Background: an optimization exercise with open tools, aiming at small area and a short achievable clock period. Do not read the settings as production practice. No functional check of the RTL was part of any run shown here. Power is estimated from default activity; no workload was simulated.

===== flow/run.sh =====
#!/bin/bash
# synth_recipe.tcl (not shown) runs the flow's synth.tcl, then flattens the netlist and writes it again
# the make line also repeats each setting of config.mk as NAME=value (left out here)
make -C /OpenROAD-flow-scripts/flow DESIGN_CONFIG=/design/flow/config.mk WORK_HOME=/design/flow/orfs CLKGATE_MAP_FILE= SYNTH_SCRIPT=/design/flow/synth_recipe.tcl finish

===== flow/design.v =====
package lc3b_types;
    typedef enum logic [3:0] {
        op_br   = 4'b0000,
        op_add  = 4'b0001,
        op_ldb  = 4'b0010,
        op_stb  = 4'b0011,
        op_jsr  = 4'b0100,
        op_and  = 4'b0101,
        op_ldr  = 4'b0110,
        op_str  = 4'b0111,
        op_rti  = 4'b1000,
        op_not  = 4'b1001,
        op_ldi  = 4'b1010,
        op_sti  = 4'b1011,
        op_jmp  = 4'b1100,
        op_shf  = 4'b1101,
        op_lea  = 4'b1110,
        op_trap = 4'b1111
    } lc3b_opcode;
    typedef enum logic [1:0] {
        x_base = 2'b00,
        x_ext1 = 2'b01,
        x_ext2 = 2'b10,
        x_ext3 = 2'b11
    } lc3b_lc3x;
    typedef enum logic [2:0] {
        alu_add,
        alu_sub,
        alu_mul,
        alu_and,
        alu_or,
        alu_xor,
        alu_not,
        alu_shf  
    } lc3b_aluop;
endpackage
`timescale 1ns/1ps
module control_rom
(
    input  logic [15:0] instr,
    output logic        writes,     
    output logic        k_mul,      
    output logic        k_as,       
    output logic        k_sub,      
    output logic        k_log,      
    output logic        k_shl,      
    output logic        k_shr,      
    output logic [1:0]  lsel,       
    output logic        use_imm,    
    output logic        use_sr2     
);
    logic [3:0] opcode;
    logic       i5;
    logic [1:0] x43;
    assign opcode = instr[15:12];
    assign i5     = instr[5];
    assign x43    = instr[4:3];
    always_comb
    begin
        writes  = 1'b0;
        k_mul   = 1'b0;
        k_as    = 1'b0;
        k_sub   = 1'b0;
        k_log   = 1'b0;
        k_shl   = 1'b0;
        k_shr   = 1'b0;
        lsel    = 2'b00;
        use_imm = 1'b0;
        use_sr2 = 1'b0;
        case (opcode)
            4'b0001:
            begin
                writes = 1'b1;
                if (i5)
                begin
                    k_as    = 1'b1;
                    use_imm = 1'b1;
                end
                else
                begin
                    use_sr2 = 1'b1;
                    if (x43 == 2'b01)
                        k_mul = 1'b1;
                    else
                    begin
                        k_as  = 1'b1;
                        k_sub = x43[1];
                    end
                end
            end
            4'b0101:
            begin
                k_log = 1'b1;
                if (i5)
                begin
                    writes  = 1'b1;
                    use_imm = 1'b1;
                    lsel    = 2'b00;
                end
                else
                begin
                    writes  = (x43 != 2'b11);
                    use_sr2 = 1'b1;
                    lsel    = x43;
                end
            end
            4'b1001:
            begin
                writes = 1'b1;
                k_log  = 1'b1;
                lsel   = 2'b11;
            end
            4'b1101:
            begin
                writes = 1'b1;
                k_shl  = ~instr[4];
                k_shr  = instr[4];
            end
            default: ;
        endcase
    end
endmodule
`timescale 1ns/1ps
module decode_stage
(
    input  logic                    clk,
    input  logic                    arst_n,
    input  logic                    instr_valid,
    input  logic [16-1:0]   instr,
    input  logic                    flush,
    input  logic [16-1:0]   rd_data1,
    input  logic [16-1:0]   rd_data2,
    input  logic [16-1:0]   alu_out,
    output logic                    d_valid,
    output logic [3-1:0]  d_dest,
    output logic [16-1:0]   d_opa,
    output logic [16-1:0]   d_opb,
    output logic                    d_mb,
    output logic                    d_as,
    output logic                    d_sub,
    output logic                    d_log,
    output logic                    d_shr,
    output logic                    d_sra,
    output logic [1:0]              d_lsel
);
    logic                   writes;
    logic                   k_mul, k_as, k_sub, k_log, k_shl, k_shr, use_imm, use_sr2;
    logic [1:0]             lsel;
    logic [3-1:0] sr1, sr2;
    logic [16-1:0]  va, vb, va_rev, opb, alu_rev;
    logic                   fwd_a, fwd_b;
    control_rom u_rom
    (
        .instr   (instr),
        .writes  (writes),
        .k_mul   (k_mul),
        .k_as    (k_as),
        .k_sub   (k_sub),
        .k_log   (k_log),
        .k_shl   (k_shl),
        .k_shr   (k_shr),
        .lsel    (lsel),
        .use_imm (use_imm),
        .use_sr2 (use_sr2)
    );
    assign sr1 = instr[8:6];
    assign sr2 = instr[2:0];
    assign va = rd_data1;
    assign vb = rd_data2;
    always_comb
        for (int i = 0; i < 16; i++)
        begin
            va_rev[i]  = va[16-1-i];
            alu_rev[i] = alu_out[16-1-i];
        end
    assign fwd_a = d_valid && d_dest == sr1;
    assign fwd_b = use_sr2 && d_valid && d_dest == sr2;
    assign opb = use_imm ? {{(16-5){instr[4]}}, instr[4:0]} :
                 use_sr2 ? vb :
                           (16'(1) << instr[3:0]);
    always_ff @(posedge clk or negedge arst_n)
    begin
        if (!arst_n)
            d_valid <= 1'b0;
        else
            d_valid <= instr_valid & ~flush & writes;
    end
    always_ff @(posedge clk)
    begin
        d_dest  <= instr[11:9];
        d_opa   <= fwd_a ? (k_shr ? alu_rev : alu_out) : (k_shr ? va_rev : va);
        d_opb   <= fwd_b ? alu_out : opb;
        d_mb    <= k_mul | k_shl | k_shr;
        d_as    <= k_as;
        d_sub   <= k_sub;
        d_log   <= k_log;
        d_shr   <= k_shr;
        d_sra   <= k_shr & instr[5];
        d_lsel  <= lsel;
    end
endmodule
`timescale 1ns/1ps
module mul_tree
(
    input  logic [15:0] x,
    input  logic [7:0]  one,
    input  logic [7:0]  two,
    input  logic [7:0]  neg,
    input  logic        cin0,
    input  logic [15:0] r,
    output logic [15:0] sa,
    output logic [15:0] sb
);
    wire pp0_0 = ((x[0] & one[0]) | (1'b0 & two[0])) ^ neg[0];
    wire pp0_1 = ((x[1] & one[0]) | (x[0] & two[0])) ^ neg[0];
    wire pp0_2 = ((x[2] & one[0]) | (x[1] & two[0])) ^ neg[0];
    wire pp0_3 = ((x[3] & one[0]) | (x[2] & two[0])) ^ neg[0];
    wire pp0_4 = ((x[4] & one[0]) | (x[3] & two[0])) ^ neg[0];
    wire pp0_5 = ((x[5] & one[0]) | (x[4] & two[0])) ^ neg[0];
    wire pp0_6 = ((x[6] & one[0]) | (x[5] & two[0])) ^ neg[0];
    wire pp0_7 = ((x[7] & one[0]) | (x[6] & two[0])) ^ neg[0];
    wire pp0_8 = ((x[8] & one[0]) | (x[7] & two[0])) ^ neg[0];
    wire pp0_9 = ((x[9] & one[0]) | (x[8] & two[0])) ^ neg[0];
    wire pp0_10 = ((x[10] & one[0]) | (x[9] & two[0])) ^ neg[0];
    wire pp0_11 = ((x[11] & one[0]) | (x[10] & two[0])) ^ neg[0];
    wire pp0_12 = ((x[12] & one[0]) | (x[11] & two[0])) ^ neg[0];
    wire pp0_13 = ((x[13] & one[0]) | (x[12] & two[0])) ^ neg[0];
    wire pp0_14 = ((x[14] & one[0]) | (x[13] & two[0])) ^ neg[0];
    wire pp0_15 = ((x[15] & one[0]) | (x[14] & two[0])) ^ neg[0];
    wire pp1_0 = ((x[0] & one[1]) | (1'b0 & two[1]) | r[2]) ^ neg[1];
    wire pp1_1 = ((x[1] & one[1]) | (x[0] & two[1]) | r[3]) ^ neg[1];
    wire pp1_2 = ((x[2] & one[1]) | (x[1] & two[1]) | r[4]) ^ neg[1];
    wire pp1_3 = ((x[3] & one[1]) | (x[2] & two[1]) | r[5]) ^ neg[1];
    wire pp1_4 = ((x[4] & one[1]) | (x[3] & two[1]) | r[6]) ^ neg[1];
    wire pp1_5 = ((x[5] & one[1]) | (x[4] & two[1]) | r[7]) ^ neg[1];
    wire pp1_6 = ((x[6] & one[1]) | (x[5] & two[1]) | r[8]) ^ neg[1];
    wire pp1_7 = ((x[7] & one[1]) | (x[6] & two[1]) | r[9]) ^ neg[1];
    wire pp1_8 = ((x[8] & one[1]) | (x[7] & two[1]) | r[10]) ^ neg[1];
    wire pp1_9 = ((x[9] & one[1]) | (x[8] & two[1]) | r[11]) ^ neg[1];
    wire pp1_10 = ((x[10] & one[1]) | (x[9] & two[1]) | r[12]) ^ neg[1];
    wire pp1_11 = ((x[11] & one[1]) | (x[10] & two[1]) | r[13]) ^ neg[1];
    wire pp1_12 = ((x[12] & one[1]) | (x[11] & two[1]) | r[14]) ^ neg[1];
    wire pp1_13 = ((x[13] & one[1]) | (x[12] & two[1]) | r[15]) ^ neg[1];
    wire pp2_0 = ((x[0] & one[2]) | (1'b0 & two[2])) ^ neg[2];
    wire pp2_1 = ((x[1] & one[2]) | (x[0] & two[2])) ^ neg[2];
    wire pp2_2 = ((x[2] & one[2]) | (x[1] & two[2])) ^ neg[2];
    wire pp2_3 = ((x[3] & one[2]) | (x[2] & two[2])) ^ neg[2];
    wire pp2_4 = ((x[4] & one[2]) | (x[3] & two[2])) ^ neg[2];
    wire pp2_5 = ((x[5] & one[2]) | (x[4] & two[2])) ^ neg[2];
    wire pp2_6 = ((x[6] & one[2]) | (x[5] & two[2])) ^ neg[2];
    wire pp2_7 = ((x[7] & one[2]) | (x[6] & two[2])) ^ neg[2];
    wire pp2_8 = ((x[8] & one[2]) | (x[7] & two[2])) ^ neg[2];
    wire pp2_9 = ((x[9] & one[2]) | (x[8] & two[2])) ^ neg[2];
    wire pp2_10 = ((x[10] & one[2]) | (x[9] & two[2])) ^ neg[2];
    wire pp2_11 = ((x[11] & one[2]) | (x[10] & two[2])) ^ neg[2];
    wire pp3_0 = ((x[0] & one[3]) | (1'b0 & two[3])) ^ neg[3];
    wire pp3_1 = ((x[1] & one[3]) | (x[0] & two[3])) ^ neg[3];
    wire pp3_2 = ((x[2] & one[3]) | (x[1] & two[3])) ^ neg[3];
    wire pp3_3 = ((x[3] & one[3]) | (x[2] & two[3])) ^ neg[3];
    wire pp3_4 = ((x[4] & one[3]) | (x[3] & two[3])) ^ neg[3];
    wire pp3_5 = ((x[5] & one[3]) | (x[4] & two[3])) ^ neg[3];
    wire pp3_6 = ((x[6] & one[3]) | (x[5] & two[3])) ^ neg[3];
    wire pp3_7 = ((x[7] & one[3]) | (x[6] & two[3])) ^ neg[3];
    wire pp3_8 = ((x[8] & one[3]) | (x[7] & two[3])) ^ neg[3];
    wire pp3_9 = ((x[9] & one[3]) | (x[8] & two[3])) ^ neg[3];
    wire pp4_0 = ((x[0] & one[4]) | (1'b0 & two[4])) ^ neg[4];
    wire pp4_1 = ((x[1] & one[4]) | (x[0] & two[4])) ^ neg[4];
    wire pp4_2 = ((x[2] & one[4]) | (x[1] & two[4])) ^ neg[4];
    wire pp4_3 = ((x[3] & one[4]) | (x[2] & two[4])) ^ neg[4];
    wire pp4_4 = ((x[4] & one[4]) | (x[3] & two[4])) ^ neg[4];
    wire pp4_5 = ((x[5] & one[4]) | (x[4] & two[4])) ^ neg[4];
    wire pp4_6 = ((x[6] & one[4]) | (x[5] & two[4])) ^ neg[4];
    wire pp4_7 = ((x[7] & one[4]) | (x[6] & two[4])) ^ neg[4];
    wire pp5_0 = ((x[0] & one[5]) | (1'b0 & two[5])) ^ neg[5];
    wire pp5_1 = ((x[1] & one[5]) | (x[0] & two[5])) ^ neg[5];
    wire pp5_2 = ((x[2] & one[5]) | (x[1] & two[5])) ^ neg[5];
    wire pp5_3 = ((x[3] & one[5]) | (x[2] & two[5])) ^ neg[5];
    wire pp5_4 = ((x[4] & one[5]) | (x[3] & two[5])) ^ neg[5];
    wire pp5_5 = ((x[5] & one[5]) | (x[4] & two[5])) ^ neg[5];
    wire pp6_0 = ((x[0] & one[6]) | (1'b0 & two[6])) ^ neg[6];
    wire pp6_1 = ((x[1] & one[6]) | (x[0] & two[6])) ^ neg[6];
    wire pp6_2 = ((x[2] & one[6]) | (x[1] & two[6])) ^ neg[6];
    wire pp6_3 = ((x[3] & one[6]) | (x[2] & two[6])) ^ neg[6];
    wire r7b0 = ((x[1] & one[7]) | (x[0] & two[7])) ^ neg[7];
    wire pp7_0 = x[0] & one[7];
    wire pp7_1 = r7b0 ^ (neg[7] & ~pp7_0);
    wire h0_10_0 = pp0_10 ^ pp1_8;
    wire k0_10_0 = pp0_10 & pp1_8;
    wire h0_11_1 = pp0_11 ^ pp1_9;
    wire k0_11_1 = pp0_11 & pp1_9;
    wire s0_12_0 = pp0_12 ^ pp1_10 ^ pp2_8;
    wire c0_12_0 = (pp0_12 & pp1_10) | (pp0_12 & pp2_8) | (pp1_10 & pp2_8);
    wire h0_12_2 = pp3_6 ^ pp4_4;
    wire k0_12_2 = pp3_6 & pp4_4;
    wire s0_13_1 = pp0_13 ^ pp1_11 ^ pp2_9;
    wire c0_13_1 = (pp0_13 & pp1_11) | (pp0_13 & pp2_9) | (pp1_11 & pp2_9);
    wire h0_13_3 = pp3_7 ^ pp4_5;
    wire k0_13_3 = pp3_7 & pp4_5;
    wire s0_14_2 = pp0_14 ^ pp1_12 ^ pp2_10;
    wire c0_14_2 = (pp0_14 & pp1_12) | (pp0_14 & pp2_10) | (pp1_12 & pp2_10);
    wire s0_14_3 = pp3_8 ^ pp4_6 ^ pp5_4;
    wire c0_14_3 = (pp3_8 & pp4_6) | (pp3_8 & pp5_4) | (pp4_6 & pp5_4);
    wire s0_15_4 = pp0_15 ^ pp1_13 ^ pp2_11;
    wire s0_15_5 = pp3_9 ^ pp4_7 ^ pp5_5;
    wire h1_6_4 = pp0_6 ^ pp1_4;
    wire k1_6_4 = pp0_6 & pp1_4;
    wire h1_7_5 = pp0_7 ^ pp1_5;
    wire k1_7_5 = pp0_7 & pp1_5;
    wire s1_8_6 = pp0_8 ^ pp1_6 ^ pp2_4;
    wire c1_8_6 = (pp0_8 & pp1_6) | (pp0_8 & pp2_4) | (pp1_6 & pp2_4);
    wire h1_8_6 = pp3_2 ^ pp4_0;
    wire k1_8_6 = pp3_2 & pp4_0;
    wire s1_9_7 = pp0_9 ^ pp1_7 ^ pp2_5;
    wire c1_9_7 = (pp0_9 & pp1_7) | (pp0_9 & pp2_5) | (pp1_7 & pp2_5);
    wire h1_9_7 = pp3_3 ^ pp4_1;
    wire k1_9_7 = pp3_3 & pp4_1;
    wire s1_10_8 = h0_10_0 ^ pp2_6 ^ pp3_4;
    wire c1_10_8 = (h0_10_0 & pp2_6) | (h0_10_0 & pp3_4) | (pp2_6 & pp3_4);
    wire s1_10_9 = pp4_2 ^ pp5_0 ^ neg[5];
    wire c1_10_9 = (pp4_2 & pp5_0) | (pp4_2 & neg[5]) | (pp5_0 & neg[5]);
    wire s1_11_10 = k0_10_0 ^ h0_11_1 ^ pp2_7;
    wire c1_11_10 = (k0_10_0 & h0_11_1) | (k0_10_0 & pp2_7) | (h0_11_1 & pp2_7);
    wire s1_11_11 = pp3_5 ^ pp4_3 ^ pp5_1;
    wire c1_11_11 = (pp3_5 & pp4_3) | (pp3_5 & pp5_1) | (pp4_3 & pp5_1);
    wire s1_12_12 = k0_11_1 ^ s0_12_0 ^ h0_12_2;
    wire c1_12_12 = (k0_11_1 & s0_12_0) | (k0_11_1 & h0_12_2) | (s0_12_0 & h0_12_2);
    wire s1_12_13 = pp5_2 ^ pp6_0 ^ neg[6];
    wire c1_12_13 = (pp5_2 & pp6_0) | (pp5_2 & neg[6]) | (pp6_0 & neg[6]);
    wire s1_13_14 = c0_12_0 ^ k0_12_2 ^ s0_13_1;
    wire c1_13_14 = (c0_12_0 & k0_12_2) | (c0_12_0 & s0_13_1) | (k0_12_2 & s0_13_1);
    wire s1_13_15 = h0_13_3 ^ pp5_3 ^ pp6_1;
    wire c1_13_15 = (h0_13_3 & pp5_3) | (h0_13_3 & pp6_1) | (pp5_3 & pp6_1);
    wire s1_14_16 = c0_13_1 ^ k0_13_3 ^ s0_14_2;
    wire c1_14_16 = (c0_13_1 & k0_13_3) | (c0_13_1 & s0_14_2) | (k0_13_3 & s0_14_2);
    wire s1_14_17 = s0_14_3 ^ pp6_2 ^ pp7_0;
    wire c1_14_17 = (s0_14_3 & pp6_2) | (s0_14_3 & pp7_0) | (pp6_2 & pp7_0);
    wire s1_15_18 = c0_14_2 ^ c0_14_3 ^ s0_15_4;
    wire s1_15_19 = s0_15_5 ^ pp6_3 ^ pp7_1;
    wire h2_4_8 = pp0_4 ^ pp1_2;
    wire k2_4_8 = pp0_4 & pp1_2;
    wire h2_5_9 = pp0_5 ^ pp1_3;
    wire k2_5_9 = pp0_5 & pp1_3;
    wire ts2_6_20 = h1_6_4 ^ pp2_2;
    wire s2_6_20 = pp3_0 ? ~ts2_6_20 : ts2_6_20;
    wire c2_6_20 = ts2_6_20 ? pp3_0 : h1_6_4;
    wire ts2_7_21 = k1_6_4 ^ h1_7_5;
    wire s2_7_21 = pp2_3 ? ~ts2_7_21 : ts2_7_21;
    wire c2_7_21 = ts2_7_21 ? pp2_3 : k1_6_4;
    wire ts2_8_22 = k1_7_5 ^ s1_8_6;
    wire s2_8_22 = h1_8_6 ? ~ts2_8_22 : ts2_8_22;
    wire c2_8_22 = ts2_8_22 ? h1_8_6 : k1_7_5;
    wire ts2_9_23 = c1_8_6 ^ k1_8_6;
    wire s2_9_23 = s1_9_7 ? ~ts2_9_23 : ts2_9_23;
    wire c2_9_23 = ts2_9_23 ? s1_9_7 : c1_8_6;
    wire ts2_10_24 = c1_9_7 ^ k1_9_7;
    wire s2_10_24 = s1_10_8 ? ~ts2_10_24 : ts2_10_24;
    wire c2_10_24 = ts2_10_24 ? s1_10_8 : c1_9_7;
    wire ts2_11_25 = c1_10_8 ^ c1_10_9;
    wire s2_11_25 = s1_11_10 ? ~ts2_11_25 : ts2_11_25;
    wire c2_11_25 = ts2_11_25 ? s1_11_10 : c1_10_8;
    wire ts2_12_26 = c1_11_10 ^ c1_11_11;
    wire s2_12_26 = s1_12_12 ? ~ts2_12_26 : ts2_12_26;
    wire c2_12_26 = ts2_12_26 ? s1_12_12 : c1_11_10;
    wire ts2_13_27 = c1_12_12 ^ c1_12_13;
    wire s2_13_27 = s1_13_14 ? ~ts2_13_27 : ts2_13_27;
    wire c2_13_27 = ts2_13_27 ? s1_13_14 : c1_12_12;
    wire ts2_14_28 = c1_13_14 ^ c1_13_15;
    wire s2_14_28 = s1_14_16 ? ~ts2_14_28 : ts2_14_28;
    wire c2_14_28 = ts2_14_28 ? s1_14_16 : c1_13_14;
    wire ts2_15_29 = c1_14_16 ^ c1_14_17;
    wire s2_15_29 = s1_15_18 ? ~ts2_15_29 : ts2_15_29;
    wire h3_0_10 = pp0_0 ^ cin0;
    wire k3_0_10 = pp0_0 & cin0;
    wire h3_1_11 = pp0_1 ^ r[1];
    wire k3_1_11 = pp0_1 & r[1];
    wire ts3_2_30 = pp0_2 ^ pp1_0;
    wire s3_2_30 = neg[1] ? ~ts3_2_30 : ts3_2_30;
    wire c3_2_30 = ts3_2_30 ? neg[1] : pp0_2;
    wire h3_3_12 = pp0_3 ^ pp1_1;
    wire k3_3_12 = pp0_3 & pp1_1;
    wire ts3_4_31 = h2_4_8 ^ pp2_0;
    wire s3_4_31 = neg[2] ? ~ts3_4_31 : ts3_4_31;
    wire c3_4_31 = ts3_4_31 ? neg[2] : h2_4_8;
    wire ts3_5_32 = k2_4_8 ^ h2_5_9;
    wire s3_5_32 = pp2_1 ? ~ts3_5_32 : ts3_5_32;
    wire c3_5_32 = ts3_5_32 ? pp2_1 : k2_4_8;
    wire ts3_6_33 = k2_5_9 ^ s2_6_20;
    wire s3_6_33 = neg[3] ? ~ts3_6_33 : ts3_6_33;
    wire c3_6_33 = ts3_6_33 ? neg[3] : k2_5_9;
    wire ts3_7_34 = c2_6_20 ^ s2_7_21;
    wire s3_7_34 = pp3_1 ? ~ts3_7_34 : ts3_7_34;
    wire c3_7_34 = ts3_7_34 ? pp3_1 : c2_6_20;
    wire ts3_8_35 = c2_7_21 ^ s2_8_22;
    wire s3_8_35 = neg[4] ? ~ts3_8_35 : ts3_8_35;
    wire c3_8_35 = ts3_8_35 ? neg[4] : c2_7_21;
    wire ts3_9_36 = c2_8_22 ^ s2_9_23;
    wire s3_9_36 = h1_9_7 ? ~ts3_9_36 : ts3_9_36;
    wire c3_9_36 = ts3_9_36 ? h1_9_7 : c2_8_22;
    wire ts3_10_37 = c2_9_23 ^ s2_10_24;
    wire s3_10_37 = s1_10_9 ? ~ts3_10_37 : ts3_10_37;
    wire c3_10_37 = ts3_10_37 ? s1_10_9 : c2_9_23;
    wire ts3_11_38 = c2_10_24 ^ s2_11_25;
    wire s3_11_38 = s1_11_11 ? ~ts3_11_38 : ts3_11_38;
    wire c3_11_38 = ts3_11_38 ? s1_11_11 : c2_10_24;
    wire ts3_12_39 = c2_11_25 ^ s2_12_26;
    wire s3_12_39 = s1_12_13 ? ~ts3_12_39 : ts3_12_39;
    wire c3_12_39 = ts3_12_39 ? s1_12_13 : c2_11_25;
    wire ts3_13_40 = c2_12_26 ^ s2_13_27;
    wire s3_13_40 = s1_13_15 ? ~ts3_13_40 : ts3_13_40;
    wire c3_13_40 = ts3_13_40 ? s1_13_15 : c2_12_26;
    wire ts3_14_41 = c2_13_27 ^ s2_14_28;
    wire s3_14_41 = s1_14_17 ? ~ts3_14_41 : ts3_14_41;
    wire c3_14_41 = ts3_14_41 ? s1_14_17 : c2_13_27;
    wire ts3_15_42 = c2_14_28 ^ s2_15_29;
    wire s3_15_42 = s1_15_19 ? ~ts3_15_42 : ts3_15_42;
    assign sa[0] = h3_0_10;
    assign sb[0] = r[0];
    assign sa[1] = k3_0_10;
    assign sb[1] = h3_1_11;
    assign sa[2] = k3_1_11;
    assign sb[2] = s3_2_30;
    assign sa[3] = c3_2_30;
    assign sb[3] = h3_3_12;
    assign sa[4] = k3_3_12;
    assign sb[4] = s3_4_31;
    assign sa[5] = c3_4_31;
    assign sb[5] = s3_5_32;
    assign sa[6] = c3_5_32;
    assign sb[6] = s3_6_33;
    assign sa[7] = c3_6_33;
    assign sb[7] = s3_7_34;
    assign sa[8] = c3_7_34;
    assign sb[8] = s3_8_35;
    assign sa[9] = c3_8_35;
    assign sb[9] = s3_9_36;
    assign sa[10] = c3_9_36;
    assign sb[10] = s3_10_37;
    assign sa[11] = c3_10_37;
    assign sb[11] = s3_11_38;
    assign sa[12] = c3_11_38;
    assign sb[12] = s3_12_39;
    assign sa[13] = c3_12_39;
    assign sb[13] = s3_13_40;
    assign sa[14] = c3_13_40;
    assign sb[14] = s3_14_41;
    assign sa[15] = c3_14_41;
    assign sb[15] = s3_15_42;
endmodule
module cpa16
(
    input  logic [15:0] a,
    input  logic [15:0] b,
    output logic [15:0] s
);
    logic [15:0] p, g;
    always_comb
        for (int i = 0; i < 16; i++)
        begin
            p[i] = b[i] ? ~a[i] : a[i];
            g[i] = a[i] & b[i];
        end
    wire G0_1 = g[1] | (p[1] & g[0]);
    wire P0_1 = p[1] & p[0];
    wire G0_3 = g[3] | (p[3] & g[2]);
    wire P0_3 = p[3] & p[2];
    wire G0_5 = g[5] | (p[5] & g[4]);
    wire P0_5 = p[5] & p[4];
    wire G0_7 = g[7] | (p[7] & g[6]);
    wire P0_7 = p[7] & p[6];
    wire G0_9 = g[9] | (p[9] & g[8]);
    wire P0_9 = p[9] & p[8];
    wire G0_11 = g[11] | (p[11] & g[10]);
    wire P0_11 = p[11] & p[10];
    wire G0_13 = g[13] | (p[13] & g[12]);
    wire P0_13 = p[13] & p[12];
    wire G0_15 = g[15] | (p[15] & g[14]);
    wire P0_15 = p[15] & p[14];
    wire G1_2 = g[2] | (p[2] & G0_1);
    wire P1_2 = p[2] & P0_1;
    wire G1_3 = G0_3 | (P0_3 & G0_1);
    wire P1_3 = P0_3 & P0_1;
    wire G1_6 = g[6] | (p[6] & G0_5);
    wire P1_6 = p[6] & P0_5;
    wire G1_7 = G0_7 | (P0_7 & G0_5);
    wire P1_7 = P0_7 & P0_5;
    wire G1_10 = g[10] | (p[10] & G0_9);
    wire P1_10 = p[10] & P0_9;
    wire G1_11 = G0_11 | (P0_11 & G0_9);
    wire P1_11 = P0_11 & P0_9;
    wire G1_14 = g[14] | (p[14] & G0_13);
    wire P1_14 = p[14] & P0_13;
    wire G1_15 = G0_15 | (P0_15 & G0_13);
    wire P1_15 = P0_15 & P0_13;
    wire G2_4 = g[4] | (p[4] & G1_3);
    wire P2_4 = p[4] & P1_3;
    wire G2_5 = G0_5 | (P0_5 & G1_3);
    wire P2_5 = P0_5 & P1_3;
    wire G2_6 = G1_6 | (P1_6 & G1_3);
    wire P2_6 = P1_6 & P1_3;
    wire G2_7 = G1_7 | (P1_7 & G1_3);
    wire P2_7 = P1_7 & P1_3;
    wire G2_12 = g[12] | (p[12] & G1_11);
    wire P2_12 = p[12] & P1_11;
    wire G2_13 = G0_13 | (P0_13 & G1_11);
    wire P2_13 = P0_13 & P1_11;
    wire G2_14 = G1_14 | (P1_14 & G1_11);
    wire P2_14 = P1_14 & P1_11;
    wire G2_15 = G1_15 | (P1_15 & G1_11);
    wire P2_15 = P1_15 & P1_11;
    wire G3_8 = g[8] | (p[8] & G2_7);
    wire P3_8 = p[8] & P2_7;
    wire G3_9 = G0_9 | (P0_9 & G2_7);
    wire P3_9 = P0_9 & P2_7;
    wire G3_10 = G1_10 | (P1_10 & G2_7);
    wire P3_10 = P1_10 & P2_7;
    wire G3_11 = G1_11 | (P1_11 & G2_7);
    wire P3_11 = P1_11 & P2_7;
    wire G3_12 = G2_12 | (P2_12 & G2_7);
    wire P3_12 = P2_12 & P2_7;
    wire G3_13 = G2_13 | (P2_13 & G2_7);
    wire P3_13 = P2_13 & P2_7;
    wire G3_14 = G2_14 | (P2_14 & G2_7);
    wire P3_14 = P2_14 & P2_7;
    wire G3_15 = G2_15 | (P2_15 & G2_7);
    wire P3_15 = P2_15 & P2_7;
    assign s[0] = p[0];
    assign s[1] = g[0] ? ~p[1] : p[1];
    assign s[2] = G0_1 ? ~p[2] : p[2];
    assign s[3] = G1_2 ? ~p[3] : p[3];
    assign s[4] = G1_3 ? ~p[4] : p[4];
    assign s[5] = G2_4 ? ~p[5] : p[5];
    assign s[6] = G2_5 ? ~p[6] : p[6];
    assign s[7] = G2_6 ? ~p[7] : p[7];
    assign s[8] = G2_7 ? ~p[8] : p[8];
    assign s[9] = G3_8 ? ~p[9] : p[9];
    assign s[10] = G3_9 ? ~p[10] : p[10];
    assign s[11] = G3_10 ? ~p[11] : p[11];
    assign s[12] = G3_11 ? ~p[12] : p[12];
    assign s[13] = G3_12 ? ~p[13] : p[13];
    assign s[14] = G3_13 ? ~p[14] : p[14];
    assign s[15] = G3_14 ? ~p[15] : p[15];
endmodule
module execute_stage
(
    input  logic                    clk,
    input  logic                    arst_n,
    input  logic                    d_valid,
    input  logic [3-1:0]  d_dest,
    input  logic [16-1:0]   d_opa,
    input  logic [16-1:0]   d_opb,
    input  logic                    d_mb,
    input  logic                    d_as,
    input  logic                    d_sub,
    input  logic                    d_log,
    input  logic                    d_shr,
    input  logic                    d_sra,
    input  logic [1:0]              d_lsel,
    output logic [16-1:0]   alu_out,
    output logic                    wb_valid,
    output logic [3-1:0]  wb_dest,
    output logic [16-1:0]   wb_data
);
    logic [15:0] a, b;
    logic [7:0]  one, two, neg;
    logic [16:0] yb;
    logic [15:0] r, sa, sb, arith, arith_rev, fill, logic_out;
    logic        cin0;
    assign a = d_opa;
    assign b = d_opb;
    assign yb = {b, 1'b0};
    always_comb
    begin
        for (int j = 0; j < 8; j++)
        begin
            one[j] = d_mb & (yb[2*j+1] ^ yb[2*j]);
            two[j] = d_mb & ((yb[2*j+2] & ~yb[2*j+1] & ~yb[2*j]) |
                              (~yb[2*j+2] & yb[2*j+1] & yb[2*j]));
            neg[j] = d_mb & yb[2*j+2];
        end
        one[0] = (d_mb & b[0]) | d_as;
    end
    assign r    = {16{d_as}} & (b ^ {16{d_sub}});
    assign cin0 = neg[0] | d_sub;
    mul_tree u_tree
    (
        .x    (a),
        .one  (one),
        .two  (two),
        .neg  (neg),
        .cin0 (cin0),
        .r    (r),
        .sa   (sa),
        .sb   (sb)
    );
    cpa16 u_cpa
    (
        .a (sa),
        .b (sb),
        .s (arith)
    );
    always_comb
    begin
        case (d_lsel)
            2'b00:   logic_out = a & b;
            2'b01:   logic_out = a | b;
            2'b10:   logic_out = a ^ b;
            default: logic_out = ~a;
        endcase
    end
    always_comb
    begin
        for (int i = 0; i < 16; i++)
            arith_rev[i] = arith[15-i];
        fill[0] = 1'b0;
        for (int i = 1; i < 16; i++)
            fill[i] = fill[i-1] | b[16-i];
    end
    assign alu_out = d_log ? logic_out :
                     d_shr ? (arith_rev | (fill & {16{d_sra & a[0]}})) :
                             arith;
    always_ff @(posedge clk or negedge arst_n)
    begin
        if (!arst_n)
            wb_valid <= 1'b0;
        else
            wb_valid <= d_valid;
    end
    always_ff @(posedge clk)
    begin
        wb_dest <= d_dest;
        wb_data <= alu_out;
    end
endmodule
`timescale 1ns/1ps
module result_stage
(
    input  logic                    clk,
    input  logic                    arst_n,
    input  logic [3-1:0]  rd_addr1,
    input  logic [3-1:0]  rd_addr2,
    input  logic                    we,
    input  logic [3-1:0]  waddr,
    input  logic [16-1:0]   wdata,
    input  logic                    wb_valid,
    input  logic [16-1:0]   wb_data,
    output logic [16-1:0]   rd_data1,
    output logic [16-1:0]   rd_data2,
    output logic [2:0]              cc
);
    logic [16-1:0] regs [8];
    logic [8-1:0] written;
    logic [2:0]            nzp;
    always_comb
    begin
        rd_data1 = '0;
        rd_data2 = '0;
        for (int i = 0; i < 8; i++)
        begin
            rd_data1 = rd_data1 | (regs[i] & {16{written[i] && rd_addr1 == i}});
            rd_data2 = rd_data2 | (regs[i] & {16{written[i] && rd_addr2 == i}});
        end
    end
    assign nzp = wb_data[16-1] ? 3'b100 :
                 (wb_data == '0)       ? 3'b010 :
                                         3'b001;
    always_ff @(posedge clk)
    begin
        for (int i = 0; i < 8; i++)
            if (we && waddr == i)
                regs[i] <= wdata;
    end
    always_ff @(posedge clk or negedge arst_n)
    begin
        if (!arst_n)
        begin
            written <= '0;
            cc      <= 3'b010;  
        end
        else
        begin
            if (we)
                written[waddr] <= 1'b1;
            if (wb_valid)
                cc <= nzp;
        end
    end
endmodule
`timescale 1ns/1ps
module lc3b_alu_pipe
(
    input  logic                    clk,
    input  logic                    arst_n,
    input  logic                    instr_valid,
    input  logic [16-1:0]   instr,
    input  logic                    flush,
    output logic                    wb_valid,
    output logic [3-1:0]  wb_dest,
    output logic [16-1:0]   wb_data,
    output logic [2:0]              cc
);
    logic                   d_valid;
    logic [3-1:0] d_dest;
    logic [16-1:0]  d_opa;
    logic [16-1:0]  d_opb;
    logic                   d_mb;
    logic                   d_as;
    logic                   d_sub;
    logic                   d_log;
    logic                   d_shr;
    logic                   d_sra;
    logic [1:0]             d_lsel;
    logic [16-1:0]  alu_out;
    logic [16-1:0]  rd_data1;
    logic [16-1:0]  rd_data2;
    decode_stage u_decode
    (
        .clk         (clk),
        .arst_n      (arst_n),
        .instr_valid (instr_valid),
        .instr       (instr),
        .flush       (flush),
        .rd_data1    (rd_data1),
        .rd_data2    (rd_data2),
        .alu_out     (alu_out),
        .d_valid     (d_valid),
        .d_dest      (d_dest),
        .d_opa       (d_opa),
        .d_opb       (d_opb),
        .d_mb        (d_mb),
        .d_as        (d_as),
        .d_sub       (d_sub),
        .d_log       (d_log),
        .d_shr       (d_shr),
        .d_sra       (d_sra),
        .d_lsel      (d_lsel)
    );
    execute_stage u_execute
    (
        .clk      (clk),
        .arst_n   (arst_n),
        .d_valid  (d_valid),
        .d_dest   (d_dest),
        .d_opa    (d_opa),
        .d_opb    (d_opb),
        .d_mb     (d_mb),
        .d_as     (d_as),
        .d_sub    (d_sub),
        .d_log    (d_log),
        .d_shr    (d_shr),
        .d_sra    (d_sra),
        .d_lsel   (d_lsel),
        .alu_out  (alu_out),
        .wb_valid (wb_valid),
        .wb_dest  (wb_dest),
        .wb_data  (wb_data)
    );
    result_stage u_result
    (
        .clk      (clk),
        .arst_n   (arst_n),
        .rd_addr1 (instr[8:6]),
        .rd_addr2 (instr[2:0]),
        .we       (d_valid),
        .waddr    (d_dest),
        .wdata    (alu_out),
        .wb_valid (wb_valid),
        .wb_data  (wb_data),
        .rd_data1 (rd_data1),
        .rd_data2 (rd_data2),
        .cc       (cc)
    );
endmodule

===== flow/constraint.sdc =====
create_clock -name core_clock -period 7.0 [get_ports {clk}]
set_input_delay 1.4000 -clock core_clock [delete_from_list [all_inputs] [get_ports {clk}]]
set_output_delay 1.4000 -clock core_clock [all_outputs]
set_load 0.01 [all_outputs]

===== flow/config.mk =====
export PLATFORM = sky130hd
export DESIGN_NAME = lc3b_alu_pipe
export DESIGN_NICKNAME = lc3b_alu_pipe
export VERILOG_FILES = /design/flow/design.v
export SDC_FILE = /design/flow/constraint.sdc
export NUM_CORES = 4
export LEC_CHECK = 0
export CAP_MARGIN = 20
export CORE_MARGIN = 2
export CORE_UTILIZATION = 40
export SLEW_MARGIN = 20

==> results of run 1 <==
-- worst min-delay path by stage --
stage	start	to	slack, ns	depth (start not counted)
after floorplan	u_decode.d_dest[2]	u_execute.wb_dest[2]	0.35	0
after global placement	u_result.written[2]	u_result.written[2]	0.48	1
after detailed placement	u_result.written[2]	u_result.written[2]	0.47	1
after CTS	u_result.written[2]	u_result.written[2]	0.49	1
after global routing	u_result.written[7]	u_result.written[7]	0.52	1
final	u_result.written[2]	u_result.written[2]	0.48	1
-- cell type report --
type / count / area share, %
well taps: 455 / 3.685
multi-input cells: 996 / 49.98
repair buffers: 77 / 4.422
clock buffers: 30 / 4.219
flip-flops and latches: 203 / 35.03
inverters: 84 / 2.041
clock inverters: 9 / 0.6317
-- power by group --
part / switching, W / total [W] / internal, W
sequential: 0.0000785 / 0.00140 / 0.00133
clock: 0.000467 / 0.00119 / 0.000723
combinational: 0.000324 / 0.000541 / 0.000218
-- cell usage after synthesis (16+ instances only) --
master and n:
inv_1 80, nand2b_1 21, a21oi_1 82, a31oi_1 22, ha_1 65, a221oi_1 53
fa_1 18, edfxtp_1 128, nor3_1 22, and2_1 16, a22oi_1 33, mux2_2 17
clkbuf_1 105, xor2_1 42, a222oi_1 43, a21o_1 20, nand2_1 79, dfxtp_1 62
xnor2_1 62, a22o_1 37, o21ai_0 82, nor2_1 79
-- cell families after synthesis --
logic type               Yosys count  synth area share (%)
AO/OA/AOI/OAI                    451                 23.39
XOR/XNOR                         107                 7.063
adder cells (fa/ha/maj)           91                 9.051
buffers and inverters            205                 5.691
flip-flops                       203                 39.07
multiplexers                      45                 4.579
AND/OR/NAND/NOR                  302                 11.16
-- worst reg2reg max path, cell delays in order (launching register included) --
cell and delay [ns]:
dfxtp_1 0.87, clkinv_1 0.48, nor2_1 0.72, a222oi_1 0.17, nor2_1 0.17, fa_1 0.45, fa_1 0.58, xor2_1 0.19
xnor2_1 0.16, a21oi_1 0.07, nand2b_1 0.17, xor2_1 0.15, ha_1 0.20, or3_1 0.33, o211ai_1 0.27, and3_1 0.23
o21ai_0 0.08, a22oi_1 0.42, mux2i_1 0.18, mux2_2 0.29
-- per-stage QoR --
step	power, W	cell area [sq um]
2_1_floorplan	0.001742	13850
3_3_place_gp	0.001947	14700
3_5_place_dp	0.001956	14700
4_1_cts	0.003135	15450
5_1_grt	0.003238	15450
6_report	0.003135	15450
-- flip-flops by register name, indices dropped and copies added (netlist names), 2 cells and up --
register	cells
u_result.regs	128
u_decode.d_opa	16
u_decode.d_opb	16
u_execute.wb_data	16
u_result.written	8
u_decode.d_dest	3
u_execute.wb_dest	3
u_result.cc	3
u_decode.d_lsel	2
-- metal layers --
metal | routed length, um | share of wire (%) | GRT usage (%) | up-vias
met2 | 21630 | 47 | 41.56 | 626
met1 | 18740 | 41 | 33.15 | 5740
met3 | 3870 | 8.4 | 3.431 | 115
met4 | 1778 | 3.9 | 9.630 | 2
li1 | - | - | - | 5279
met5 | 13 | 0.028 | 0 | -
==> impl_metrics.py, run 1 <==
metrics = {
    "outcome": {
        "status": "timing/DRC/antenna clean",
    },
    "timing": {
        "min_period_over_period_pct": 89.67,
        "fin_tns_setup_ns": 0,
        "relSlewSlack_pct": 21.11,
        "hold_violations": 0,
        "fin_skew_ns": 0.01565,
        "setup_viol": 0,
        "fin_hold_ws_ns": 0.4846,
        "fin_ws_ns": 0.7231,
        "tightest_slew_ns": 1.183,
        "rsz0062_at_grt": "false",
        "timing_max_transition_violations_final": 0,
        "fin_crit_ns": 6.277,
        "fmax_ghz": 0.1593,
    },
    "pwr": {
        "power_leakage_nw": 5.830,
        "ir_drop_mv": 0.1988,
        "power_density_nw_per_um2": 202.9,
    },
    "worst_setup_path": {
        "startpoint_type": "flop",
        "worst-path-buf-inv": 1,
        "path_cells": "clkinv_1 -> nor2_1 -> a222oi_1 -> nor2_1 -> fa_1 -> fa_1 -> xor2_1 -> xnor2_1 -> a21oi_1 -> nand2b_1 -> xor2_1 -> ha_1 -> or3_1 -> o211ai_1 -> and3_1 -> o21ai_0 -> a22oi_1 -> mux2i_1 -> mux2_2",
        "path_delay_family": "simple AND/OR/NAND/NOR gates",
        "crit_end": "u_decode.d_opa[14]",
        "r2r-start": "u_decode.d_opb[4]",
        "rrSetupSlack_ns": 0.72,
        "crit_fanout": 21,
        "critical-path-slowest-cell": "dfxtp_1",
        "cp-startpoint": "u_decode.d_opb[4]",
        "r2r_end": "u_decode.d_opa[14]",
        "critical_path_class": "reg2reg",
        "rr_worst_depth": 19,
        "cp.required_ns": 7.40,
        "path_depth": 19,
        "arrival_ns": 6.67,
        "slowest_delay_ns": 0.87,
        "end_kind": "flop",
    },
    "synth": {
        "synth-seq-cells": 203,
        "yosysSeqAreaShare_pct": 39.07,
        "synthTopCellsByArea": "edfxtp_1 28%, dfxtp_1 9.0%, ha_1 5.9%",
        "yosysTopAreaCellShare_pct": 27.75,
        "netlist_instances": 1404,
        "yosys_warnings": 6,
        "synth_flop_cell": "edfxtp_1",
        "syn_area_per_cell_sq_um": 9.866,
        "synth_area_sq_um": 13850,
        "synth_top_area_cell": "edfxtp_1",
        "synth_nets": 1507,
        "synthArstFlopShare_pct": 6.404,
        "synth_cell_types": 79,
        "synth_edf_count": 128,
    },
    "placed_design": {
        "place_ws_ns": 0.8388,
        "placedCellCount": 1815,
        "gp_congestion": 0.9471,
        "portBuffers": 42,
        "hpwl_um": 31160,
    },
    "clocking": {
        "cts_hold_buf": 0,
        "clkLatencyLatePin_ns": 0.51,
        "clk_pin_slew_ns": 0.06,
        "cts_root_buf": "clkbuf_16",
        "clock-sinks": 203,
        "h-tree-depth": 1,
        "cts_buffers": 22,
        "post_cts_buffers": 0,
        "cts_tree": "done",
        "ctsResizeCount": 0,
        "clockBufferDepth": 3,
    },
    "drt": {
        "dr.first_iter.drc_count": 1574,
        "num_vias": 11760,
        "wl_per_cell_um": 24.83,
        "drc": 0,
        "dr.pass1.iters": 10,
        "drt_wl_total_um": 46030,
        "drtAntennaViolNets": 0,
        "detail_route.vias_per_cell": 6.344,
    },
    "global_routing": {
        "antenna_found_initial": 2,
        "grt_use_total_pct": 25.03,
        "grt_pass1_vias": 11240,
        "grt_pass1_wl_um": 69120,
        "grt_max_degree": 39,
        "globalRouteOverflowTotal": 0,
    },
    "run": {
        "drv_cap": 0,
    },
    "die": {
        "initial_core_util_pct": 40.40,
        "fp.dieW_um": 190.1,
        "die_h_um": 190.1,
        "dieArea_sq_um": 36130,
        "rows": 68,
        "core_area_sq_um": 34290,
        "io_pins": 43,
    },
    "layout": {
        "final_cell_mix": "128 x edfxtp_1, 82 x o21ai_0, 82 x a21oi_1, 80 x inv_1, 79 x nand2_1",
        "register_area_sq_um": 5411,
        "multi_input_area_sq_um": 7721,
        "antennaDiodeCount": 0,
        "n_fill_cell": 3281,
        "instances_no_fill": 1854,
        "fin_nets": 1487,
        "final_util_pct": 45.06,
        "drive_gt1_share_pct": 9.149,
        "layout_commonest_cell": "edfxtp_1",
        "area_growth_pct": 11.53,
    },
    "hold_path": {
        "holdCritPathClass": "reg2reg",
    },
}
==> run 2, diff against run 1 <==
--- a/flow/config.mk
+++ b/flow/config.mk
@@ -8,4 +8,5 @@
 export CAP_MARGIN = 20
 export CORE_MARGIN = 2
 export CORE_UTILIZATION = 40
+export SETUP_SLACK_MARGIN = 1.5
 export SLEW_MARGIN = 20
==> impl_metrics.py, run 2 <==
metrics = {
    "outcome": {
        "status": "timing/DRC/antenna clean",
    },
    "timing": {
        "setup_viol": 0,
        "fin_skew_ns": 0.01425,
        "rsz0062_at_grt": "false",
        "relSlewSlack_pct": 23.04,
        "fin_crit_ns": 5.340,
        "min_period_over_period_pct": 76.29,
        "hold_violations": 0,
        "fmax_ghz": 0.1873,
        "timing_max_transition_violations_final": 0,
        "fin_tns_setup_ns": 0,
        "tightest_slew_ns": 1.154,
    },
    "clocking": {
        "cts_tree": "done",
        "cts_hold_buf": 0,
        "h-tree-depth": 1,
        "clockBufferDepth": 3,
        "cts_buffers": 22,
        "clk_pin_slew_ns": 0.06,
        "cts_root_buf": "clkbuf_16",
        "clkLatencyLatePin_ns": 0.51,
        "clock-sinks": 203,
    },
    "global_routing": {
        "use_met2_pct": 41.79,
        "grt_use_met3_pct": 3.357,
        "top_usage_layer": "met2",
        "globalRouteOverflowTotal": 0,
        "grt_pass1_vias": 11220,
        "antenna_found_initial": 2,
        "grt_use_met1_pct": 33.09,
        "grt_pass1_wl_um": 69210,
        "grt_max_degree": 39,
        "grt_use_total_pct": 25.05,
    },
    "layout": {
        "n_fill_cell": 3261,
        "final_cell_mix": "128 x edfxtp_1, 80 x a21oi_1, 79 x inv_1, 79 x o21ai_0, 77 x nand2_1",
        "area_growth_pct": 13.47,
        "fin_nets": 1498,
        "layout_commonest_cell": "edfxtp_1",
        "register_area_sq_um": 5433,
        "regMostFlops": "u_result.regs",
        "drive_gt1_share_pct": 12.13,
        "largest_register_ffs": 128,
        "antennaDiodeCount": 0,
        "multi_input_area_sq_um": 7828,
    },
    "worst_setup_path": {
        "worst-path-buf-inv": 3,
        "path_delay_family": "compound AO/OA/AOI/OAI gates",
        "arrival_ns": 5.73,
        "cp.required_ns": 7.39,
        "slowest_delay_ns": 0.51,
        "rrSetupSlack_ns": 1.66,
        "critical_path_class": "reg2reg",
        "path_cells": "buf_8 -> nand4b_1 -> o31ai_4 -> buf_4 -> a222oi_1 -> xor2_1 -> ha_1 -> xnor2_1 -> xnor2_1 -> xnor2_1 -> ha_1 -> o21a_1 -> a21oi_1 -> inv_1 -> a21oi_1 -> fa_1 -> xnor2_2 -> o22ai_1 -> nor2_1 -> a21oi_1 -> mux2i_1 -> mux2_2",
        "r2r-start": "u_decode.d_opb[3]",
        "cp-startpoint": "u_decode.d_opb[3]",
        "crit_fanout": 19,
        "startpoint_type": "flop",
        "critical-path-slowest-cell": "a21oi_1",
        "end_kind": "flop",
    },
    "pwr": {
        "ir_drop_mv": 0.1987,
        "power_leakage_nw": 5.936,
        "power_density_nw_per_um2": 200.3,
        "power_w": 0.003148,
    },
    "die": {
        "initial_core_util_pct": 40.40,
        "rows": 68,
        "die_h_um": 190.1,
        "core_area_sq_um": 34290,
        "dieArea_sq_um": 36130,
        "io_pins": 43,
        "fp.dieW_um": 190.1,
    },
    "drt": {
        "num_vias": 11870,
        "dr.pass1.iters": 8,
        "dr.first_iter.drc_count": 1777,
        "wl_per_cell_um": 24.89,
        "drc": 0,
        "detail_route.vias_per_cell": 6.365,
        "drt_wl_total_um": 46410,
        "drtAntennaViolNets": 0,
    },
    "synth": {
        "yosys.cell_count.top_type": "edfxtp_1",
        "synthTopCellsByArea": "edfxtp_1 28%, dfxtp_1 9.0%, ha_1 5.9%",
        "synth_cell_types": 79,
        "syn_area_per_cell_sq_um": 9.866,
        "synth-seq-cells": 203,
        "synth_area_sq_um": 13850,
        "netlist_instances": 1404,
        "yosysSeqAreaShare_pct": 39.07,
        "yosys_warnings": 6,
        "synth_top_area_cell": "edfxtp_1",
        "synth_flop_cell": "edfxtp_1",
        "synth_nets": 1507,
        "synth_edf_count": 128,
        "synthArstFlopShare_pct": 6.404,
        "yosysTopAreaCellShare_pct": 27.75,
        "synthTopCellsByCount": "128 x edfxtp_1, 105 x clkbuf_1, 82 x a21oi_1, 82 x o21ai_0, 80 x inv_1",
    },
    "run": {
        "drv_cap": 0,
    },
    "placed_design": {
        "hpwl_um": 31160,
        "portBuffers": 42,
        "gp_congestion": 0.9471,
    },
    "hold_path": {
        "holdCritPathClass": "reg2reg",
        "hold_start": "u_result.written[2]",
    },
}
==> run 2: cell counts after synthesis <==
No cell type changed its count.
==> run 2: kinds of logic after synthesis <==
kind of cell / Yosys count / share of synthesized area (%)
AOI/OAI and AO/OA: 451 / 23.39
xor gates and xnor gates: 107 / 7.063
adders and majority gates: 91 / 9.051
buffers and inverters: 205 / 5.691
DFF: 203 / 39.07
muxes: 45 / 4.579
and+or+nand+nor: 302 / 11.16
==> run 2: where the power goes <==
group          total, W  internal, W  leakage (nW)  switching [W]
clock network   0.00119     0.000723         0.365       0.000465
registers       0.00140      0.00133          1.87      0.0000790
logic          0.000556     0.000227          3.70       0.000329
total           0.00315      0.00228          5.94       0.000873
==> run 2: timing repair <==
action | CTS | global route
resized for setup | 9 | 43
hold endpoints to repair | 0 | 0
gates cloned | 0 | 1
setup endpoints to repair | 144 | 109
pin swaps | 1 | 12
buffers inserted | 3 | 7
==> run 2: final cells by class <==
cell class	count	area share, %
sequential	203	34.56
timing repair buffer	88	5.158
multi-input combinational	996	49.80
clock buffer	30	4.147
inverter	84	2.086
tap	455	3.622
clock inverter	9	0.6209
==> run 2: worst reg2reg max path, delay by kind of cell (launching register included) <==
family                   cells  cell delay [ns]
AO/OA/AOI/OAI                7             1.58
adder cells (fa/ha/maj)      3             0.99
XOR/XNOR                     5             0.95
multiplexers                 2             0.67
buffers and inverters        3             0.44
flip-flops                   1             0.36
AND/OR/NAND/NOR              2             0.24
==> run 2: layer usage <==
| metal | routed length [um] | vias to the layer above |
|---|---|---|
| li1 | - | 5315 |
| met2 | 21840 | 655 |
| met4 | 1936 | 2 |
| met1 | 18940 | 5771 |
| met3 | 3688 | 128 |
| met5 | 13 | - |
==> run 2: final timing paths <==
path                                       endpoint  cells past startpoint
worst max-delay path              u_decode.d_opa[6]                     22
worst min-delay path            u_result.written[2]                      1
worst max register to register    u_decode.d_opa[6]                     22
worst min register to register  u_result.written[2]                      1
max in group asynchronous            u_result.cc[0]                      1
min in group asynchronous        u_execute.wb_valid                      1
==> run 2: stage by stage <==
| step | instance area [sq um] | cells | utilization (%) | worst slack (ns) | hold WS (ns) |
|---|---|---|---|---|---|
| finish | 15720 | 1865 | 45.84 | 1.660 | 0.4844 |
| global route | 15720 | 1865 | 45.84 | 1.479 | 0.5166 |
| CTS | 15500 | 1857 | 45.21 | 1.540 | 0.4895 |
| detailed placement | 14700 | 1815 | 42.87 | 0.8388 | 0.4748 |
| global placement | 14700 | 1815 | 42.87 | 0.9257 | 0.4799 |
| floorplan | 13850 | 1404 | - | 1.723 | 0.3540 |
==> run 3, diff against run 2 <==
--- a/flow/config.mk
+++ b/flow/config.mk
@@ -8,5 +8,5 @@
 export CAP_MARGIN = 20
 export CORE_MARGIN = 2
 export CORE_UTILIZATION = 40
-export SETUP_SLACK_MARGIN = 1.5
+export SETUP_SLACK_MARGIN = 2.5
 export SLEW_MARGIN = 20
==> impl_metrics.py, run 3 <==
metrics = {
    "timing": {
        "fmax_ghz": 0.1971,
        "timing_max_transition_violations_final": 0,
        "relSlewSlack_pct": 26.49,
        "tightest_slew_ns": 1.102,
        "fin_crit_ns": 5.074,
        "fin_skew_ns": 0.008274,
        "min_period_over_period_pct": 72.48,
        "setup_viol": 0,
        "fin_hold_ws_ns": 0.4953,
        "rsz0062_at_grt": "true",
        "fin_tns_setup_ns": 0,
        "hold_violations": 0,
    },
    "drt": {
        "detail_route.vias_per_cell": 6.353,
        "dr.pass1.iters": 8,
        "drc": 0,
        "dr.first_iter.drc_count": 1550,
        "wl_per_cell_um": 24.83,
        "drt_wl_total_um": 47730,
        "drtAntennaViolNets": 0,
        "num_vias": 12210,
    },
    "synth": {
        "synthTopCellsByCount": "128 x edfxtp_1, 105 x clkbuf_1, 82 x a21oi_1, 82 x o21ai_0, 80 x inv_1",
        "yosysSeqAreaShare_pct": 39.07,
        "synth_nets": 1507,
        "synth_flop_cell": "edfxtp_1",
        "synth_area_sq_um": 13850,
        "yosys.cell_count.top_type": "edfxtp_1",
        "synth_edf_count": 128,
        "yosysTopAreaCellShare_pct": 27.75,
        "synth_cell_types": 79,
        "synthTopCellsByArea": "edfxtp_1 28%, dfxtp_1 9.0%, ha_1 5.9%",
        "synth_top_area_cell": "edfxtp_1",
        "syn_area_per_cell_sq_um": 9.866,
        "netlist_instances": 1404,
        "yosys_warnings": 6,
        "synthArstFlopShare_pct": 6.404,
        "synth-seq-cells": 203,
    },
    "pwr": {
        "power_density_nw_per_um2": 187.4,
        "power_leakage_nw": 6.265,
        "ir_drop_mv": 0.2651,
    },
    "layout": {
        "antennaDiodeCount": 0,
        "instances_no_fill": 1922,
        "area_growth_pct": 20.18,
        "fin_nets": 1555,
        "drive_gt1_share_pct": 19.84,
        "largest_register_ffs": 128,
        "layout_commonest_cell": "edfxtp_1",
        "final_cell_mix": "128 x edfxtp_1, 76 x nand2_1, 75 x buf_4, 74 x inv_1, 73 x a21oi_1",
        "regMostFlops": "u_result.regs",
        "finalInstanceArea_sq_um": 16650,
    },
    "clocking": {
        "clk_pin_slew_ns": 0.06,
        "clockBufferDepth": 3,
        "h-tree-depth": 1,
        "cts_buffers": 21,
        "cts_root_buf": "clkbuf_16",
        "clkLatencyLatePin_ns": 0.50,
        "clock-sinks": 203,
        "cts_tree": "done",
    },
    "placed_design": {
        "placedCellCount": 1807,
        "hpwl_um": 30810,
        "dpl_cell_area_sq_um": 14680,
        "portBuffers": 42,
        "gp_congestion": 0.9325,
    },
    "worst_setup_path": {
        "critical_path_class": "reg2reg",
        "path_common_cell": "xor2_1",
        "slowest_delay_ns": 0.51,
        "startpoint_type": "flop",
        "crit_fanout": 12,
        "arrival_ns": 5.46,
        "end_kind": "flop",
        "rr_worst_depth": 21,
        "cp.required_ns": 7.39,
        "path_cells": "buf_12 -> buf_4 -> o21ai_0 -> o221ai_1 -> a222oi_1 -> nor2_1 -> fa_1 -> fa_1 -> xor2_1 -> xnor2_1 -> a21oi_1 -> nand2b_1 -> xor2_1 -> ha_2 -> or3_4 -> o211ai_1 -> o21ai_1 -> xor2_1 -> o21ai_2 -> a21oi_2 -> mux2_2",
        "critical-path-slowest-cell": "fa_1",
    },
    "global_routing": {
        "grt_max_degree": 39,
        "globalRouteOverflowTotal": 0,
        "antenna_found_initial": 0,
        "grt_pass1_wl_um": 71080,
        "grt_use_total_pct": 25.90,
        "grt_pass1_vias": 11690,
    },
    "outcome": {
        "status": "timing/DRC/antenna clean",
    },
    "die": {
        "initial_core_util_pct": 40.40,
        "dieArea_sq_um": 36130,
        "rows": 68,
        "io_pins": 43,
        "die_h_um": 190.1,
        "fp.dieW_um": 190.1,
        "core_area_sq_um": 34290,
    },
    "hold_path": {
        "hold_depth": 1,
        "holdCritPathClass": "reg2reg",
    },
    "run": {
        "drv_cap": 0,
    },
}
## run 3: cell count changes in the layout (fill, tap and decap cells not counted), sizes merged
| cell | change |
|---|---|
| clkinv | +1 |
| bufinv | -1 |
| nand2 | +1 |
| clkbuf | +1 |
| inv | -1 |
| buf | +56 |
## run 3: critical path, delay by kind of cell (launching register included)
kind	cells	cell delay (ns)
mux	1	0.27
buf+inv	2	0.33
simple gates	3	0.62
flops	1	0.40
compound gates	8	1.43
fa+ha+maj	3	1.16
xor+xnor	4	0.75
## run 3: through the flow
stage,worst slack [ns],power (W),utilization (%)
6_report,1.926,0.003120,48.55
5_1_grt,1.776,0.003218,48.55
4_1_cts,2.047,0.003104,47.94
3_5_place_dp,1.065,0.001947,42.80
3_3_place_gp,1.061,0.001942,42.80
2_1_floorplan,2.234,0.001746,-
## run 3: layer usage
layer	up-vias	global-route usage [%]	share of wire, %
met3	147	4.538	9.4
met5	-	0	0
li1	5413	-	-
met2	700	41.84	46
met4	0	12.28	4.8
met1	5950	33.75	40
## run 3: path summary, 6_finish.rpt
kind | from | end | slack, ns
min | u_result.written[6] | u_result.written[6] | 0.50
min reg2reg | u_result.written[6] | u_result.written[6] | 0.50
max reg2reg | u_decode.d_opb[3] | u_decode.d_opa[0] | 1.93
min in group asynchronous | arst_n | u_result.written[4] | 1.29
max | u_decode.d_opb[3] | u_decode.d_opa[0] | 1.93
max in group asynchronous | arst_n | u_result.cc[0] | 5.31
## run 3: cell type report
| cell class | instances | area, sq um |
|---|---|---|
| Inverter | 84 | 332.8 |
| Sequential cell | 203 | 5455 |
| Clock buffer | 32 | 619.3 |
| Fill cell | 3139 | 17640 |
| Timing Repair inverter | 2 | 15.01 |
| Clock inverter | 6 | 57.56 |
| Tap cell | 455 | 569.3 |
| Multi-Input combinational cell | 997 | 8279 |
| Timing Repair Buffer | 143 | 1319 |
## run 3: repair_timing
action	4_1_cts	5_1_grt
pin swaps	58	30
gates cloned	6	1
hold buffers	0	0
gates resized for setup	143	24
hold endpoints to repair	0	0
buffers inserted	59	11
endpoints found under the setup margin	176	176
## run 3: power by group
group | internal, W | leakage, nW | switching, W
Combinational | 0.000260 | 4.06 | 0.000346
Sequential | 0.00133 | 1.88 | 0.0000837
Clock | 0.000649 | 0.332 | 0.000455
Total | 0.00224 | 6.26 | 0.000885
## run 3: cells by family after synthesis
logic type                 synth area share, %
muxes                                    4.579
and+or+nand+nor                          11.16
adders and majority gates                9.051
buffers and inverters                    5.691
DFF                                      39.07
xor gates and xnor gates                 7.063
AOI/OAI and AO/OA                        23.39
==> run 4, diff against run 3 <==
--- a/flow/config.mk
+++ b/flow/config.mk
@@ -8,5 +8,5 @@
 export CAP_MARGIN = 20
 export CORE_MARGIN = 2
 export CORE_UTILIZATION = 40
-export SETUP_SLACK_MARGIN = 2.5
+export SETUP_SLACK_MARGIN = 3.5
 export SLEW_MARGIN = 20
==> impl_metrics.py, run 4 <==
metrics = {
    "timing": {
        "fin_crit_ns": 5.165,
        "fin_hold_ws_ns": 0.4731,
        "rsz0062_at_grt": "true",
        "fin_skew_ns": 0.01303,
        "setup_viol": 0,
        "tightest_slew_ns": 1.187,
        "min_period_over_period_pct": 73.78,
        "hold_violations": 0,
        "fmax_ghz": 0.1936,
        "fin_tns_setup_ns": 0,
        "relSlewSlack_pct": 20.85,
        "timing_max_transition_violations_final": 0,
    },
    "layout": {
        "final_cell_mix": "128 x edfxtp_1, 81 x buf_4, 76 x nand2_1, 71 x a21oi_1",
        "drive_gt1_share_pct": 24.01,
        "antennaDiodeCount": 0,
        "area_growth_pct": 24.90,
        "layout_commonest_cell": "edfxtp_1",
        "n_fill_cell": 3053,
        "regMostFlops": "u_result.regs",
        "fin_nets": 1580,
        "largest_register_ffs": 128,
    },
    "worst_setup_path": {
        "arrival_ns": 5.55,
        "path_cells": "buf_12 -> nand4b_1 -> o31ai_4 -> buf_6 -> a222oi_1 -> xor2_1 -> fa_1 -> fa_1 -> xor2_1 -> xnor2_1 -> a21oi_1 -> nand2b_4 -> xor2_2 -> ha_2 -> o21ai_1 -> nand2b_1 -> o211ai_1 -> buf_4 -> buf_6 -> a21oi_4 -> o21ai_2 -> a22oi_2 -> mux2i_1 -> mux2_2",
        "startpoint_type": "flop",
        "critical_path_class": "reg2reg",
        "crit_fanout": 4,
        "r2r-start": "u_decode.d_mb",
        "cp.required_ns": 7.38,
        "cp-startpoint": "u_decode.d_mb",
        "end_kind": "flop",
        "rrSetupSlack_ns": 1.84,
        "slowest_delay_ns": 0.58,
        "critical-path-slowest-cell": "fa_1",
    },
    "global_routing": {
        "grt_use_total_pct": 26.85,
        "grt_max_degree": 39,
        "grt_pass1_wl_um": 73660,
        "grt_pass1_vias": 11940,
        "antenna_found_initial": 0,
        "globalRouteOverflowTotal": 0,
    },
    "drt": {
        "dr.pass1.iters": 9,
        "num_vias": 12570,
        "wl_per_cell_um": 25.64,
        "drtAntennaViolNets": 0,
        "dr.first_iter.drc_count": 1595,
        "detail_route.vias_per_cell": 6.458,
        "drt_wl_total_um": 49890,
        "drc": 0,
    },
    "die": {
        "fp.dieW_um": 190.1,
        "rows": 68,
        "io_pins": 43,
        "die_h_um": 190.1,
        "core_area_sq_um": 34290,
        "dieArea_sq_um": 36130,
        "initial_core_util_pct": 40.40,
    },
    "synth": {
        "yosysSeqAreaShare_pct": 39.07,
        "synth_top_area_cell": "edfxtp_1",
        "synthTopCellsByCount": "128 x edfxtp_1, 105 x clkbuf_1, 82 x a21oi_1, 82 x o21ai_0, 80 x inv_1",
        "netlist_instances": 1404,
        "synth_flop_cell": "edfxtp_1",
        "synth_edf_count": 128,
        "synthTopCellsByArea": "edfxtp_1 28%, dfxtp_1 9.0%, ha_1 5.9%",
        "syn_area_per_cell_sq_um": 9.866,
        "synth-seq-cells": 203,
        "synthArstFlopShare_pct": 6.404,
        "synth_nets": 1507,
        "synth_area_sq_um": 13850,
        "yosys_warnings": 6,
        "synth_cell_types": 79,
        "yosysTopAreaCellShare_pct": 27.75,
        "yosys.cell_count.top_type": "edfxtp_1",
    },
    "clocking": {
        "h-tree-depth": 1,
        "clkLatencyLatePin_ns": 0.49,
        "clk_pin_slew_ns": 0.07,
        "cts_buffers": 21,
        "cts_tree": "done",
        "clock-sinks": 203,
        "cts_root_buf": "clkbuf_16",
        "clockBufferDepth": 3,
        "cts_hold_buf": 0,
    },
    "hold_path": {
        "hold_start": "u_result.written[6]",
        "holdCritPathClass": "reg2reg",
    },
    "pwr": {
        "ir_drop_mv": 0.2297,
        "power_leakage_nw": 6.519,
        "power_density_nw_per_um2": 186.8,
        "power_w": 0.003232,
    },
    "placed_design": {
        "portBuffers": 42,
        "gp_congestion": 0.9842,
        "hpwl_um": 31060,
    },
    "outcome": {
        "status": "timing/DRC/antenna clean",
    },
    "run": {
        "drv_cap": 0,
    },
}
[run 4: cell count changes in the layout (fill, tap and decap cells not counted), moves of 5 or more]
| cell | change |
|---|---|
| buf_6 | +12 |
| ha_4 | +5 |
| o21ai_2 | +5 |
| ha_1 | -6 |
| buf_4 | +6 |
| o21ai_1 | -6 |
| clkbuf_1 | -6 |
[run 4: layout make-up]
cell class	count	area, sq um	area share (%)
clock buffers	28	601.8	3.478
clock inverters	9	93.84	0.5424
inverters	84	345.3	1.996
multi-input cells	997	8571	49.54
flip-flops and latches	203	5456	31.54
well taps	455	569.3	3.290
repair buffers	168	1649	9.531
repair inverters	2	15.01	0.08678
[run 4: path summary, 6_finish.rpt]
check                                 endpoint  cells after the start
max                          u_decode.d_opa[1]                     24
min                        u_result.written[6]                      1
max reg2reg                  u_decode.d_opa[1]                     24
min reg2reg                u_result.written[6]                      1
max in group asynchronous       u_result.cc[0]                      1
min in group asynchronous     u_decode.d_valid                      1
[run 4: critical path: cells and delay by family (launching register included)]
family	cells	cell delay (ns)
mux	2	0.42
compound gates	8	1.21
flops	1	0.38
buf+inv	4	0.54
fa+ha+maj	3	1.39
simple gates	3	0.40
xor+xnor	4	0.71
[run 4: where the power goes]
part	switching, W	internal, W	total [W]	leakage (nW)
combinational	0.000385	0.000308	0.000693	4.31
sequential	0.0000860	0.00133	0.00141	1.86
clock	0.000449	0.000675	0.00112	0.350
[run 4: timing repair]
item | 4_1_cts | 5_1_grt
setup buffers | 71 | 26
hold endpoints to repair | 0 | 0
resized for setup | 173 | 57
setup endpoints to repair | 176 | 176
cloned | 5 | 4
pin swaps | 55 | 19
[run 4: cells by family (layout without fill, tap and decap cells)]
group | count (synthesis) | count (layout) | synth area share (%)
buffers and inverters | 205 | 291 | 5.691
muxes | 45 | 45 | 4.579
DFF | 203 | 203 | 39.07
and+or+nand+nor | 302 | 303 | 11.16
xor gates and xnor gates | 107 | 107 | 7.063
adders and majority gates | 91 | 91 | 9.051
AOI/OAI and AO/OA | 451 | 451 | 23.39
[run 4: metal layers]
metal / share of wire (%) / up-vias / track usage, %
met2: 45 / 772 / 42.32
met1: 40 / 6154 / 36.02
li1: - / 5471 / -
met4: 5.5 / 0 / 12.94
met5: 0 / - / 0
met3: 9.7 / 170 / 4.335
[run 4: per-stage QoR]
stage               worst slack, ns  cells  utilization (%)  area (sq um)
floorplan                     2.234   1404                -         13980
global placement              1.210   1802            42.84         14690
detailed placement            1.112   1802            42.84         14690
CTS                           1.992   1915            48.87         16750
global route                  1.589   1946            50.46         17300
finish                        1.836   1946            50.46         17300

[afterwards: timing with drivers on the ports]
The flow's constraints put no driver on any port. The routed layouts listed below were extracted and timed again, unchanged, in two steps.
Step 1: set_driving_cell puts a clkbuf_16 on clk and a buf_2 on each other input, an assumption about the parent block.
Step 2 adds t to the input delays and takes it off the output delays; t is the mean of the earliest and latest rising clock arrival at the registers after step 1. Input paths then give back, and output paths get back, about the clock's delay inside the block.
Three values: ideal ports, drivers, drivers and shift; two values: the first two.
run	shift t [ns]	setup WS [ns]	worst register clock-pin slew, ns
run 1	0.546	0.723 / 0.723 / 0.723	0.06 / 0.06
run 2	0.546	1.660 / 1.660 / 1.660	0.06 / 0.06
run 3	0.549	1.926 / 1.926 / 1.926	0.06 / 0.06
run 4	0.534	1.835 / 1.835 / 1.835	0.07 / 0.07
After both steps every run listed still meets setup and hold.
